This is an optimization exercise on Yosys and OpenROAD, whose aim is small area, a short achievable clock period and few clock cycles per item, not a production implementation.
Where RTL was checked, it was by simulation tests only, not by an equivalence proof against the original.

## mmu_top
module mmu_top (
    input  wire                        clk,
    input  wire                        rst_n,
    input  wire                        start,
    input  wire [8-1:0]      k_len,
    input  wire                        in_valid,
    input  wire [4*8-1:0] a_vec,
    input  wire [4*8-1:0] b_vec,
    input  wire                        rd_en,
    input  wire [2-1:0]       rd_row,
    output wire                        busy,
    output wire                        done,
    output wire                        rd_valid,
    output wire [4*24-1:0]  rd_data
);
Size: ~7000 cells after synthesis, about 180 I/O pins, ~78000 um2 of cells after synthesis.
==> flow/config.mk <==
export PLATFORM = sky130hd
export DESIGN_NAME = mmu_top
export DESIGN_NICKNAME = mmu_top
export VERILOG_FILES = /design/flow/design.v
export SDC_FILE = /design/flow/constraint.sdc
export NUM_CORES = 4
export LEC_CHECK = 0
export CAP_MARGIN = 5
export CORE_MARGIN = 2
export CORE_UTILIZATION = 45
export CTS_CLUSTER_DIAMETER = 80
export CTS_CLUSTER_SIZE = 20
export PLACE_DENSITY = 0.6
export SETUP_SLACK_MARGIN = 3.5
export SLEW_MARGIN = 5
export TNS_END_PERCENT = 10
==> flow/constraint.sdc <==
create_clock -name core_clock -period 6.5 [get_ports {clk}]
set_input_delay 1.3000 -clock core_clock [delete_from_list [all_inputs] [get_ports {clk}]]
set_output_delay 1.3000 -clock core_clock [all_outputs]
set_load 0.01 [all_outputs]
run.sh (not shown) runs the stock make flow with config.mk's settings and CLKGATE_MAP_FILE= SYNTH_SCRIPT=/design/flow/synth_recipe.tcl, a recipe that flattens the netlist after the stock synthesis.
Then changed:
- ABC_CLOCK_PERIOD_IN_PS: not set -> 1500
- CAP_MARGIN: 5 -> 20
- SETUP_SLACK_MARGIN: 3.5 -> 3.9
- SLEW_MARGIN: 5 -> 20
- TNS_END_PERCENT: 10 -> not set
Effect: Critical path depth went up by 7. Via count rises by 5.7%. First-iteration DRC count rises by 31%. Worst hold slack hardly moves. Maximum frequency rises by 3.3%.
Then changed:
- SETUP_SLACK_MARGIN: 3.9 -> 3.5
=> The new run produced a clean layout. Design area shrinks by 6.4%. Setup slack degrades by 0.082 ns.
No run of this note included a check of the RTL's function; only the layout flow was run.


mmu_top, a different RTL version from the one above (not shown whole).
For scale: roughly 6,800 cells after synthesis, ~1,400 flip-flops, about 180 I/O pins.
Design mmu_top, start of the top module:
module mmu_top (
    input  wire                        clk,
    input  wire                        rst_n,
    input  wire                        start,
    input  wire [8-1:0]      k_len,
    input  wire                        in_valid,
    input  wire [4*8-1:0] a_vec,
    input  wire [4*8-1:0] b_vec,
    input  wire                        rd_en,
    input  wire [2-1:0]       rd_row,
    output wire                        busy,
    output wire                        done,
    output wire                        rd_valid,
    output wire [4*24-1:0]  rd_data
);
export LEC_CHECK = 0
export ABC_CLOCK_PERIOD_IN_PS = 1500
export CAP_MARGIN = 20
export CORE_MARGIN = 2
export CORE_UTILIZATION = 45
export CTS_CLUSTER_DIAMETER = 80
export CTS_CLUSTER_SIZE = 20
export PLACE_DENSITY = 0.6
export SETUP_SLACK_MARGIN = 3.9
export SLEW_MARGIN = 20
create_clock -name core_clock -period 6.5 [get_ports {clk}]
Testbench counts at the start, summed over its fixed seeds: cycles 5,195, jobs 320.
Then changed:
ABC_CLOCK_PERIOD_IN_PS = not set   (was 1500)
CORE_UTILIZATION = 55   (was 45)
PLACE_DENSITY = 0.7   (was 0.6)
Effect:
- The changed run ran to the end with no violations
- sequential cell count stays the same
- design area is lower by 1.7%
- setup slack is better by 0.0091 ns
- routed wire length shrinks by 4.6%
- die area drops by 18%
- critical path depth is unchanged
Then changed:
CORE_UTILIZATION = 62   (was 55)
PLACE_DENSITY = 0.75   (was 0.7)
After rerunning:
- The new run completed without violations
- wire length shrinks by 1.4%
- clock-buffer cell count goes down by 3
- worst setup slack got worse by 0.0074 ns
- global-route usage is higher by 2.5 points
- via count is about the same
- final area fell by 0.53%
- maximum frequency stays flat
- hold slack loses 0.010 ns
- register-to-register slack hardly moves
Then changed:
CORE_UTILIZATION = 45   (was 62)
PLACE_DENSITY = 0.6   (was 0.75)
SETUP_SLACK_MARGIN = 3.65   (was 3.9)
TNS_END_PERCENT = 10   (was not set)
What happened:
- final area shrinks by 1.4%
- count of clock-buffer cells in the layout decreases by 2
- sequential share of layout area climbs by 0.33 points
- synthesized cell count does not change
- global-route usage shrinks by 7.1 points
- non-clock buffer count shrinks by 81
- first-iteration DRC count shrinks by 24%
- maximum frequency fell by 6.4%
Then changed:
CORE_UTILIZATION = 55   (was 45)
PLACE_DENSITY = 0.7   (was 0.6)
SETUP_SLACK_MARGIN = 3.9   (was 3.65)
Outcome: Via count goes up slightly; design area barely changes; sequential cell count is unchanged; hold slack hardly moves; clock-buffer cell count goes up by 6; synthesized cell count is unchanged.

static timing again, ports no longer ideal:
No port has a modelled driver above. Below, the same layouts with a new extraction and two added sets of constraints. Step 1 assumes that a clkbuf_16 drives the clock port and a buf_2 every other input. Step 2 moves the port delays by t, midway between the first and last clock arrival at a register: inputs arrive t later, outputs are due t later. That takes back most of the time a late clock gives input paths. a / b / c = ideal ports / drivers / drivers and shift; a / b = the first two.
run | shift t [ns] | setup slack, ns | hold slack, ns | worst setup path after step 2 | worst data-port slew with drivers (ns)
the first run of note 1 | 0.806 | 3.476 / 3.399 / 3.202 | 0.351 / 0.351 / 0.351 | input to register | 0.09
the second run of note 1 | 0.800 | 3.573 / 3.573 / 3.214 | 0.353 / 0.353 / 0.353 | input to register | 0.05
the third run of note 1 | 0.813 | 3.491 / 3.482 / 3.197 | 0.350 / 0.350 / 0.350 | input to register | 0.09
the first run of note 2 | 0.792 | 3.700 / 3.700 / 3.302 | 0.356 / 0.356 / 0.356 | input to register | 0.10
the second run of note 2 | 0.790 | 3.709 / 3.709 / 3.302 | 0.356 / 0.356 / 0.356 | input to register | 0.12
the third run of note 2 | 0.760 | 3.702 / 3.702 / 3.269 | 0.346 / 0.346 / 0.346 | input to register | 0.06
the fourth run of note 2 | 0.786 | 3.510 / 3.430 / 3.152 | 0.354 / 0.354 / 0.354 | input to register | 0.12
the fifth run of note 2 | 0.780 | 3.651 / 3.651 / 2.992 | 0.353 / 0.353 / 0.353 | input to register | 0.07
After both steps every run listed still meets setup and hold. For the fifth run of note 2, which loses most, drivers alone change the setup slack by 0.000 ns; drivers and shift together by -0.659 ns.
